What follows belongs to an exercise in optimizing a design on an open flow for small area, a short achievable clock period and few clock cycles; a production flow would make more cautious choices. In this exercise RTL edits were held to simulation tests only and were not proved equivalent to the original. Power figures rest on the tool's default switching activity, not on a simulated workload.

### design/flow/run.sh
#!/bin/bash
# synth_recipe.tcl (not shown) runs the flow's synth.tcl, then flattens the netlist and writes it again
# the make line also repeats each setting of config.mk as NAME=value (left out here)
make -C /OpenROAD-flow-scripts/flow DESIGN_CONFIG=/design/flow/config.mk WORK_HOME=/design/flow/orfs CLKGATE_MAP_FILE= SYNTH_SCRIPT=/design/flow/synth_recipe.tcl finish
### design/flow/config.mk
export PLATFORM = sky130hd
export DESIGN_NAME = core_top
export DESIGN_NICKNAME = core_top
export VERILOG_FILES = /design/flow/design.v
export SDC_FILE = /design/flow/constraint.sdc
export NUM_CORES = 4
export LEC_CHECK = 0
export CAP_MARGIN = 20
export CORE_MARGIN = 2
export CORE_UTILIZATION = 30
export PLACE_DENSITY = 0.45
export SLEW_MARGIN = 20
### design/flow/design.v
`default_nettype none
package core_pkg;
    typedef enum logic [6:0] {
        OPC_OP     = 7'b0110011,
        OPC_OP_IMM = 7'b0010011,
        OPC_LOAD   = 7'b0000011,
        OPC_STORE  = 7'b0100011,
        OPC_BRANCH = 7'b1100011,
        OPC_JAL    = 7'b1101111
    } opcode_e;
    typedef enum logic [2:0] {ALU_ADD, ALU_SUB, ALU_AND, ALU_OR, ALU_XOR, ALU_SLT} alu_op_e;
    typedef enum logic [1:0] {BR_NONE, BR_BEQ, BR_BNE, BR_JUMP} br_op_e;
    typedef enum logic [1:0] {WB_ALU, WB_MEM, WB_PC4} wb_sel_e;
    typedef struct packed {
        logic    reg_we;
        logic    mem_read;
        logic    mem_write;
        logic    b_is_imm;
        alu_op_e alu_op;
        br_op_e  br_op;
        wb_sel_e wb_sel;
    } ctrl_t;
    typedef struct packed {
        logic                    we;
        logic [5-1:0] rd;
        logic [64-1:0]   data;
    } bypass_t;
    typedef struct packed {
        logic                  taken;
        logic [64-1:0] target;
    } redirect_t;
endpackage
`default_nettype wire
`timescale 1ns/1ps
`default_nettype none
module fetch_stage (
    input  logic                  clk,
    input  logic                  rst,
    input  logic                  stall_if,
    input  logic                  flush_id,
    input  core_pkg::redirect_t   redirect,
    output logic [64-1:0] pc,
    input  logic [32-1:0] inst,
    output logic                  id_valid,
    output logic [64-1:0] id_pc,
    output logic [32-1:0] id_inst
);
    logic [64-1:0] pc_next;
    assign pc_next = redirect.taken ? redirect.target : pc + 'd4;
    always_ff @(posedge clk) begin
        if (rst) begin
            pc <= 64'h0000_0000_0000_0000;
        end else if (!stall_if) begin
            pc <= pc_next;
        end
    end
    always_ff @(posedge clk) begin
        if (rst) begin
            id_valid <= 1'b0;
            id_inst  <= 32'h0000_0013;
        end else if (flush_id) begin
            id_valid <= 1'b0;
            id_inst  <= 32'h0000_0013;
        end else if (!stall_if) begin
            id_valid <= 1'b1;
            id_pc    <= pc;
            id_inst  <= inst;
        end
    end
endmodule
`default_nettype wire
`timescale 1ns/1ps
`default_nettype none
module decode_stage (
    input  logic                    clk,
    input  logic                    rst,
    input  logic                    stall_id,
    input  logic                    flush_ex,
    input  logic                    id_valid,
    input  logic [64-1:0]   id_pc,
    input  logic [32-1:0]   id_inst,
    input  core_pkg::bypass_t       ex_bypass,
    input  core_pkg::bypass_t       mem_bypass,
    input  core_pkg::bypass_t       wb_bypass,
    output logic [5-1:0] id_rs1,
    output logic [5-1:0] id_rs2,
    output logic                    ex_valid,
    output logic [64-1:0]   ex_pc,
    output core_pkg::ctrl_t         ex_ctrl,
    output logic [64-1:0]   ex_rs1_data,
    output logic [64-1:0]   ex_rs2_data,
    output logic [64-1:0]   ex_imm,
    output logic [5-1:0] ex_rd
);
    logic [64-1:0]   regs [2**5];
    core_pkg::ctrl_t         ctrl;
    logic [64-1:0]   imm;
    logic                    use_rs1;
    logic                    use_rs2;
    logic [5-1:0] rd;
    assign rd = id_inst[11:7];
    assign id_rs1 = (id_valid && use_rs1) ? id_inst[19:15] : '0;
    assign id_rs2 = (id_valid && use_rs2) ? id_inst[24:20] : '0;
    always_comb begin
        ctrl    = '0;
        imm     = '0;
        use_rs1 = 1'b0;
        use_rs2 = 1'b0;
        case (id_inst[6:0])
            core_pkg::OPC_OP: begin
                ctrl.reg_we = 1'b1;
                use_rs1     = 1'b1;
                use_rs2     = 1'b1;
                case ({id_inst[31:25], id_inst[14:12]})
                    {7'h00, 3'b000}: ctrl.alu_op = core_pkg::ALU_ADD;
                    {7'h20, 3'b000}: ctrl.alu_op = core_pkg::ALU_SUB;
                    {7'h00, 3'b111}: ctrl.alu_op = core_pkg::ALU_AND;
                    {7'h00, 3'b110}: ctrl.alu_op = core_pkg::ALU_OR;
                    {7'h00, 3'b100}: ctrl.alu_op = core_pkg::ALU_XOR;
                    {7'h00, 3'b010}: ctrl.alu_op = core_pkg::ALU_SLT;
                    default:         ctrl.reg_we = 1'b0;
                endcase
            end
            core_pkg::OPC_OP_IMM: begin
                ctrl.reg_we   = (id_inst[14:12] == 3'b000);
                ctrl.b_is_imm = 1'b1;
                use_rs1       = 1'b1;
                imm           = {{(64-12){id_inst[31]}}, id_inst[31:20]};
            end
            core_pkg::OPC_LOAD: begin
                ctrl.reg_we   = (id_inst[14:12] == 3'b011);
                ctrl.mem_read = (id_inst[14:12] == 3'b011);
                ctrl.b_is_imm = 1'b1;
                ctrl.wb_sel   = core_pkg::WB_MEM;
                use_rs1       = 1'b1;
                imm           = {{(64-12){id_inst[31]}}, id_inst[31:20]};
            end
            core_pkg::OPC_STORE: begin
                ctrl.mem_write = (id_inst[14:12] == 3'b011);
                ctrl.b_is_imm  = 1'b1;
                use_rs1        = 1'b1;
                use_rs2        = 1'b1;
                imm = {{(64-12){id_inst[31]}}, id_inst[31:25], id_inst[11:7]};
            end
            core_pkg::OPC_BRANCH: begin
                if (id_inst[14:12] == 3'b000) begin
                    ctrl.br_op = core_pkg::BR_BEQ;
                end else if (id_inst[14:12] == 3'b001) begin
                    ctrl.br_op = core_pkg::BR_BNE;
                end
                use_rs1 = 1'b1;
                use_rs2 = 1'b1;
                imm = {{(64-13){id_inst[31]}}, id_inst[31], id_inst[7],
                       id_inst[30:25], id_inst[11:8], 1'b0};
            end
            core_pkg::OPC_JAL: begin
                ctrl.reg_we = 1'b1;
                ctrl.br_op  = core_pkg::BR_JUMP;
                ctrl.wb_sel = core_pkg::WB_PC4;
                imm = {{(64-21){id_inst[31]}}, id_inst[31], id_inst[19:12],
                       id_inst[20], id_inst[30:21], 1'b0};
            end
            default: ;
        endcase
        if (rd == '0) begin
            ctrl.reg_we = 1'b0;
        end
    end
    function automatic logic [64-1:0] read_src(input logic [5-1:0] rs);
        if (rs == 5'd0) read_src = 64'd0;
        else if (ex_bypass.we && ex_bypass.rd == rs) read_src = ex_bypass.data;
        else if (mem_bypass.we && mem_bypass.rd == rs) read_src = mem_bypass.data;
        else if (wb_bypass.we && wb_bypass.rd == rs) read_src = wb_bypass.data;
        else read_src = regs[rs];
    endfunction
    always_ff @(posedge clk) begin
        if (wb_bypass.we && wb_bypass.rd != '0) begin
            regs[wb_bypass.rd] <= wb_bypass.data;
        end
    end
    always_ff @(posedge clk) begin
        if (rst || flush_ex) begin
            ex_valid <= 1'b0;
            ex_ctrl  <= '0;
        end else if (!stall_id) begin
            ex_valid    <= id_valid;
            ex_ctrl     <= id_valid ? ctrl : '0;
            ex_pc       <= id_pc;
            ex_rs1_data <= read_src(id_inst[19:15]);
            ex_rs2_data <= read_src(id_inst[24:20]);
            ex_imm      <= imm;
            ex_rd       <= rd;
        end
    end
endmodule
`default_nettype wire
`timescale 1ns/1ps
`default_nettype none
module execute_stage (
    input  logic                    clk,
    input  logic                    rst,
    input  logic                    stall_ex,
    input  logic                    ex_valid,
    input  logic [64-1:0]   ex_pc,
    input  core_pkg::ctrl_t         ex_ctrl,
    input  logic [64-1:0]   ex_rs1_data,
    input  logic [64-1:0]   ex_rs2_data,
    input  logic [64-1:0]   ex_imm,
    input  logic [5-1:0] ex_rd,
    output core_pkg::redirect_t     redirect,
    output core_pkg::bypass_t       ex_bypass,
    output logic                    ex_is_load,
    output logic                    mem_valid,
    output core_pkg::ctrl_t         mem_ctrl,
    output logic [64-1:0]   mem_alu,
    output logic [64-1:0]   mem_store_data,
    output logic [5-1:0] mem_rd,
    output logic [64-1:0]   mem_pc4
);
    logic [64-1:0] alu_b;
    logic [64-1:0] alu_res;
    logic [64-1:0] pc4;
    logic                  taken;
    assign alu_b = ex_ctrl.b_is_imm ? ex_imm : ex_rs2_data;
    assign pc4   = ex_pc + 'd4;
    always_comb begin
        case (ex_ctrl.alu_op)
            core_pkg::ALU_SUB: alu_res = ex_rs1_data - alu_b;
            core_pkg::ALU_AND: alu_res = ex_rs1_data & alu_b;
            core_pkg::ALU_OR:  alu_res = ex_rs1_data | alu_b;
            core_pkg::ALU_XOR: alu_res = ex_rs1_data ^ alu_b;
            core_pkg::ALU_SLT: alu_res = {{(64-1){1'b0}},
                                          $signed(ex_rs1_data) < $signed(alu_b)};
            default:           alu_res = ex_rs1_data + alu_b;
        endcase
    end
    always_comb begin
        case (ex_ctrl.br_op)
            core_pkg::BR_BEQ:  taken = (ex_rs1_data == ex_rs2_data);
            core_pkg::BR_BNE:  taken = (ex_rs1_data != ex_rs2_data);
            core_pkg::BR_JUMP: taken = 1'b1;
            default:           taken = 1'b0;
        endcase
    end
    assign redirect.taken  = ex_valid && taken;
    assign redirect.target = ex_pc + ex_imm;
    assign ex_is_load     = ex_valid && ex_ctrl.mem_read;
    assign ex_bypass.we   = ex_valid && ex_ctrl.reg_we;
    assign ex_bypass.rd   = ex_rd;
    assign ex_bypass.data = (ex_ctrl.wb_sel == core_pkg::WB_PC4) ? pc4 : alu_res;
    always_ff @(posedge clk) begin
        if (rst) begin
            mem_valid <= 1'b0;
            mem_ctrl  <= '0;
        end else if (!stall_ex) begin
            mem_valid      <= ex_valid;
            mem_ctrl       <= ex_ctrl;
            mem_alu        <= alu_res;
            mem_store_data <= ex_rs2_data;
            mem_rd         <= ex_rd;
            mem_pc4        <= pc4;
        end
    end
endmodule
`default_nettype wire
`timescale 1ns/1ps
`default_nettype none
module memory_stage (
    input  logic                    clk,
    input  logic                    rst,
    input  logic                    stall_mem,
    input  logic                    mem_valid,
    input  core_pkg::ctrl_t         mem_ctrl,
    input  logic [64-1:0]   mem_alu,
    input  logic [64-1:0]   mem_store_data,
    input  logic [5-1:0] mem_rd,
    input  logic [64-1:0]   mem_pc4,
    output logic [64-1:0]   dmem_addr,
    output logic                    dmem_we,
    output logic [64-1:0]   dmem_wdata,
    output logic                    dmem_re,
    input  logic [64-1:0]   dmem_rdata,
    input  logic                    mem_stall,
    output core_pkg::bypass_t       mem_bypass,
    output core_pkg::bypass_t       wb_bypass,
    output logic                    commit_valid,
    output logic [64-1:0]   commit_pc,
    output logic [5-1:0] commit_rd,
    output logic                    commit_we,
    output logic [64-1:0]   commit_data
);
    logic [64-1:0] result;
    logic                  wb_valid;
    logic                  wb_we;
    assign dmem_addr  = mem_alu;
    assign dmem_wdata = mem_store_data;
    assign dmem_we    = mem_valid && mem_ctrl.mem_write;
    assign dmem_re    = mem_valid && mem_ctrl.mem_read;
    always_comb begin
        case (mem_ctrl.wb_sel)
            core_pkg::WB_MEM: result = dmem_rdata;
            core_pkg::WB_PC4: result = mem_pc4;
            default:          result = mem_alu;
        endcase
    end
    assign mem_bypass.we   = mem_valid && mem_ctrl.reg_we;
    assign mem_bypass.rd   = mem_rd;
    assign mem_bypass.data = result;
    always_ff @(posedge clk) begin
        if (rst) begin
            wb_valid <= 1'b0;
            wb_we    <= 1'b0;
        end else if (!stall_mem) begin
            wb_valid    <= mem_valid;
            wb_we       <= mem_valid && mem_ctrl.reg_we;
            commit_rd   <= mem_rd;
            commit_data <= result;
            commit_pc   <= mem_pc4 - 'd4;
        end
    end
    assign commit_valid   = wb_valid && !mem_stall;
    assign commit_we      = wb_we && commit_valid;
    assign wb_bypass.we   = commit_we;
    assign wb_bypass.rd   = commit_rd;
    assign wb_bypass.data = commit_data;
endmodule
`default_nettype wire
`timescale 1ns/1ps
`default_nettype none
module hazard_unit (
    output logic                    stall_if,
    output logic                    stall_id,
    output logic                    flush_id,
    output logic                    flush_ex,
    output logic                    stall_ex,
    output logic                    stall_mem,
    input  logic [5-1:0] id_rs1,
    input  logic [5-1:0] id_rs2,
    input  logic                    ex_is_load,
    input  logic [5-1:0] ex_rd,
    input  core_pkg::redirect_t     redirect,
    input  logic                    mem_stall
);
    logic load_use;
    logic hold_front;
    assign load_use = ex_is_load && (ex_rd != '0) && (ex_rd == id_rs1 || ex_rd == id_rs2);
    assign hold_front = mem_stall || (load_use && !redirect.taken);
    assign stall_if  = hold_front;
    assign stall_id  = hold_front;
    assign flush_id  = redirect.taken && !mem_stall;
    assign flush_ex  = (redirect.taken || load_use) && !mem_stall;
    assign stall_ex  = mem_stall;
    assign stall_mem = mem_stall;
endmodule
`default_nettype wire
`timescale 1ns/1ps
`default_nettype none
module core_top (
    input  logic                    clk,
    input  logic                    rst,
    output logic [64-1:0]   pc,
    input  logic [32-1:0]   inst,
    output logic [64-1:0]   dmem_addr,
    output logic                    dmem_we,
    output logic [64-1:0]   dmem_wdata,
    output logic                    dmem_re,
    input  logic [64-1:0]   dmem_rdata,
    input  logic                    mem_stall,
    output logic                    commit_valid,
    output logic [64-1:0]   commit_pc,
    output logic [5-1:0] commit_rd,
    output logic                    commit_we,
    output logic [64-1:0]   commit_data
);
    logic                    id_valid;
    logic [64-1:0]   id_pc;
    logic [32-1:0]   id_inst;
    logic [5-1:0] id_rs1;
    logic [5-1:0] id_rs2;
    logic                    ex_valid;
    logic [64-1:0]   ex_pc;
    core_pkg::ctrl_t         ex_ctrl;
    logic [64-1:0]   ex_rs1_data;
    logic [64-1:0]   ex_rs2_data;
    logic [64-1:0]   ex_imm;
    logic [5-1:0] ex_rd;
    core_pkg::redirect_t     redirect;
    core_pkg::bypass_t       ex_bypass;
    logic                    ex_is_load;
    logic                    mem_valid;
    core_pkg::ctrl_t         mem_ctrl;
    logic [64-1:0]   mem_alu;
    logic [64-1:0]   mem_store_data;
    logic [5-1:0] mem_rd;
    logic [64-1:0]   mem_pc4;
    core_pkg::bypass_t       mem_bypass;
    core_pkg::bypass_t       wb_bypass;
    logic stall_if, stall_id, flush_id, flush_ex, stall_ex, stall_mem;
    fetch_stage u_fetch (.clk, .rst, .stall_if, .flush_id, .redirect, .pc, .inst,
        .id_valid, .id_pc, .id_inst);
    decode_stage u_decode (.clk, .rst, .stall_id, .flush_ex, .id_valid, .id_pc, .id_inst,
        .ex_bypass, .mem_bypass, .wb_bypass, .id_rs1, .id_rs2, .ex_valid, .ex_pc,
        .ex_ctrl, .ex_rs1_data, .ex_rs2_data, .ex_imm, .ex_rd);
    execute_stage u_execute (.clk, .rst, .stall_ex, .ex_valid, .ex_pc, .ex_ctrl,
        .ex_rs1_data, .ex_rs2_data, .ex_imm, .ex_rd, .redirect, .ex_bypass, .ex_is_load,
        .mem_valid, .mem_ctrl, .mem_alu, .mem_store_data, .mem_rd, .mem_pc4);
    memory_stage u_memory (.clk, .rst, .stall_mem, .mem_valid, .mem_ctrl, .mem_alu,
        .mem_store_data, .mem_rd, .mem_pc4, .dmem_addr, .dmem_we, .dmem_wdata, .dmem_re,
        .dmem_rdata, .mem_stall, .mem_bypass, .wb_bypass, .commit_valid, .commit_pc,
        .commit_rd, .commit_we, .commit_data);
    hazard_unit u_hazard (.stall_if, .stall_id, .flush_id, .flush_ex, .stall_ex, .stall_mem, .id_rs1, .id_rs2, .ex_is_load, .ex_rd,
        .redirect, .mem_stall);
endmodule
`default_nettype wire
### design/flow/constraint.sdc
create_clock -name core_clock -period 6.5 [get_ports {clk}]
set_input_delay 1.3000 -clock core_clock [delete_from_list [all_inputs] [get_ports {clk}]]
set_output_delay 1.3000 -clock core_clock [all_outputs]
set_load 0.01 [all_outputs]
==> results.txt <==
==> registers in the layout, indices dropped and copies added (netlist names), 5 cells and up, named ones only <==
name / cells
u_decode.regs: 2048
u_decode.ex_pc: 64
u_decode.ex_rs1_data: 64
u_decode.ex_rs2_data: 64
u_execute.mem_alu: 64
u_execute.mem_pc4: 64
u_execute.mem_store_data: 64
u_fetch.id_pc: 64
u_fetch.pc: 64
u_memory.commit_data: 64
u_memory.commit_pc: 64
u_fetch.id_inst: 32
u_decode.ex_imm: 21
u_decode.ex_ctrl: 11
u_decode.ex_rd: 5
u_execute.mem_ctrl: 5
u_execute.mem_rd: 5
u_memory.commit_rd: 5
==> per-stage QoR <==
step	area, µm²	hold slack, ps	setup WS (ps)	util	total power, mW
6_report	170000	413	227	0.356	46.4
5_1_grt	170000	422	34.0	0.356	47.7
4_1_cts	170000	413	321	0.356	46.6
3_5_place_dp	159000	405	322	0.333	27.9
3_3_place_gp	159000	403	-4.00	0.333	27.9
2_1_floorplan	144000	400	-381	-	24.6
==> synthesized netlist by cell type, types with 12 or more instances <==
cell type,count
and4_1,13
inv_1,327
a221oi_1,23
o22ai_1,95
o221ai_1,14
xor2_1,171
o21a_1,27
nand3_1,129
nor3_1,131
nand2b_1,39
clkbuf_1,493
o21bai_1,43
a221o_1,14
mux2i_1,183
nor2b_1,38
nand4_1,87
a21o_1,85
a211o_1,12
a2111oi_0,12
and2_1,36
nand2_1,484
a22oi_1,114
or4_1,12
mux4_2,1280
or3_1,41
o211ai_1,138
a21oi_1,617
ha_1,274
o31ai_1,55
nor2_1,613
o21ai_0,383
and3_1,46
nor4_1,82
xnor2_1,143
edfxtp_1,2660
dfxtp_1,127
or2_2,16
buf_1,186
a31oi_1,51
a211oi_1,108
==> layout make-up <==
cell class / count / area [µm²] / share of cell area
Antenna cell: 30 / 75.1 / 0.000441
Clock buffer: 411 / 8720 / 0.0513
Clock inverter: 192 / 1950 / 0.0115
Inverter: 329 / 1240 / 0.00727
Multi-Input combinational cell: 5843 / 58200 / 0.342
Sequential cell: 2787 / 82500 / 0.485
Tap cell: 6400 / 8010 / 0.0471
Timing Repair Buffer: 925 / 9490 / 0.0558
==> worst max path at each step <==
stage / start / endpoint / depth (start not counted)
3_3_place_gp: u_decode.ex_ctrl[7] / u_decode.ex_rs2_data[38] / 16
3_5_place_dp: u_decode.ex_ctrl[7] / u_decode.ex_rs1_data[38] / 15
2_1_floorplan: rst / u_execute.mem_alu[0] / 3
4_1_cts: u_decode.ex_ctrl[7] / u_decode.ex_rs1_data[38] / 15
5_1_grt: u_decode.ex_ctrl[7] / u_decode.ex_rs2_data[38] / 15
6_report: u_decode.ex_ctrl[7] / u_decode.ex_rs1_data[38] / 15
==> worst max-delay path, delay by kind of cell (launching register included) <==
family | cells | cell delay (ps)
adder cells (fa/ha/maj) | 1 | 280
buffers and inverters | 2 | 530
AND/OR/NAND/NOR | 4 | 1340
flip-flops | 1 | 800
AO/OA/AOI/OAI | 7 | 3070
multiplexers | 1 | 130
==> cells by family (layout without fill, tap and decap cells) <==
| kind of cell | after synthesis | count (layout) | share of synthesized area |
|---|---|---|---|
| AO/OA/AOI/OAI | 1916 | 1916 | 0.0837 |
| other | 1 | 94 | 0.0000261 |
| buffers and inverters | 1010 | 1857 | 0.0265 |
| multiplexers | 1474 | 1474 | 0.214 |
| adder cells (fa/ha/maj) | 277 | 277 | 0.0243 |
| AND/OR/NAND/NOR | 1798 | 1798 | 0.0579 |
| flip-flops | 2787 | 2787 | 0.574 |
| XOR/XNOR | 314 | 314 | 0.0192 |
==> power by group through the flow <==
stage | clock network [mW] | logic, mW | registers (mW)
after floorplan | 0 | 3.85 | 20.7
after global placement | 0 | 6.93 | 21.0
after detailed placement | 0 | 6.93 | 21.0
after CTS | 19.1 | 6.96 | 20.6
after global routing | 19.7 | 7.40 | 20.6
final | 18.8 | 7.09 | 20.6
==> routing by layer <==
layer	vias to the layer above	wire, µm	track usage
met1	53500	270000	0.359
met5	-	79	0
met4	12	30200	0.107
li1	40000	-	-
met2	5084	301000	0.414
met3	943	52500	0.0464
==> results.toml <==
[outcome]
status = "finished clean"

[clocking]
cts_hold_buf = 0
clk_path_buf_depth = 4
cts_sinks = 2787
cts_buffers = 331
cts_resized = 0
clk_pin_slew_ps = 60
clockRootBuffer = "clkbuf_16"
cts_tree = "built"
htreeDepth = 5
clkLatencyLatePin_ps = 1060
postCtsSetupRepairBufs = 0

[critical_path]
required_ps = 7390
rr_worst_depth = 15
r2r_start = "u_decode.ex_ctrl[7]"
crit_chain = "buf_4 > mux2i_1 > ha_1 > or2_2 > a2111oi_1 > o31ai_1 > o41ai_1 > buf_4 > o2111ai_1 > and3_1 > nor2_1 > o221ai_1 > o2bb2ai_1 > nand2_1 > a31oi_1"
path_class = "reg2reg"
critPathLaunchType = "register"
r2r_end = "u_decode.ex_rs1_data[38]"
reg2reg_setup_slack_ps = 230
crit_path_end_kind = "register"
arrival_ps = 7160
slowest_stage = "dfxtp_1"
worstPathMaxFanout = 11
cp_common_cell = "buf_4"
cpPeakStageDelay_ps = 800

[logic_synthesis]
synth_area_per_cell_um2 = 15.0
synth-async-reset-ratio = 0
yosys.area.top_type = "edfxtp_1"
syn_area_mm2 = 0.144
yosysUniqueCellTypes = 90
netlist_top_cells_area = "edfxtp_1 56%, mux4_2 20%, ha_1 2.4%"
synth-edff-count = 2660
syn_inst = 9577
ys_ff_latch = 2787
ys_warn_count = 4
yosysTopAreaCellShare = 0.556
synth-seq-area-share = 0.574
ys.flop_type = "edfxtp_1"

[timing]
setup_violations = 0
finalCriticalPeriod_ps = 6270
timing.final.crit_share = 0.965
final_hold_viol_count = 0
finalSetupTns_ps = 0
fmax_mhz = 159
worst_pin_slew_ps = 1370
rsz0062_at_grt = "no"
clock_skew_ps = 127
maxSlewViolCount = 0
relSlewSlack = 0.0808

[die]
dieHeight_um = 696
num_rows = 254
core_mm2 = 0.478
die-area_mm2 = 0.484
die_x_um = 696
io_pins = 428
start_util = 0.301

[place]
place_inst = 16300
gp_congestion = 0.984
port_buffers = 427
dp_hpwl_um = 455000

[pwr]
power.density_mw_per_mm2 = 273
p_leak_nw = 54.7
p_switching_mw = 13.1
p_comb_frac = 0.153
power_frac_clock = 0.404
p_int_mw = 33.3
seqPwrFrac = 0.443
irDropWorstVdd_mv = 0.217
sw_frac_of_total = 0.282

[min_path]
holdCritStartpoint = "u_fetch.id_pc[48]"
hold_class = "reg2reg"
hold_end = "u_decode.ex_pc[48]"
worstHoldPathCells = 0

[detailed_routing]
first_iter_violations = 12600
wl_per_cell_um = 38.6
routed-via-count = 99600
drtAntennaViolNets = 0
drt_first_pass_iters = 6
drc = 0
wl_um = 653000
drt-vias-per-instance = 5.89

[finish]
layout_common_cells = "2660 x edfxtp_1, 1280 x mux4_2, 612 x a21oi_1, 572 x nor2_1, 482 x nand2_1"
syn_to_final_growth_pct = 18.5
fin_cells = 16900
final_common_cell = "edfxtp_1"
drive_gt1_frac = 0.229
fillCellCount = 45400
nets = 10600

[run]
cap_violations = 0

[global_route]
grt_util_all_layers = 0.263
overflow = 0
antenna_found_initial = 61
grt_pass1_wl_um = 874000
grt_max_degree = 112
grt_pass1_vias = 98300
Testbench counts, summed over its fixed seeds: cycles 67,614.

## re-timing with driven ports
The flow's constraints put no driver on any port. The routed layout listed below was extracted and timed again, unchanged, in two steps. Step 1 (the two cells are an assumption about what drives the block):
set clk [get_ports {clk}]
set_driving_cell -lib_cell sky130_fd_sc_hd__clkbuf_16 $clk
set_driving_cell -lib_cell sky130_fd_sc_hd__buf_2 [delete_from_list [all_inputs] $clk]
Step 2, shift: input delay + t, output delay - t, t = (earliest + latest rising clock arrival at the registers) / 2. This alone moves slack from input paths to output paths. Three values: ideal, step 1, step 2; two values: the first two.
shift t [ns]: 1.103
setup WS [ns]: 0.227 / 0.227 / 0.227
hold slack, ns: 0.413 / 0.413 / 0.413
slew at the worst register clock pin (ns): 0.08 / 0.08
pins driven straight from the clock port: 1
After both steps this run still meets setup and hold. For this run, drivers alone change the setup slack by 0.000 ns; drivers and shift together by 0.000 ns.
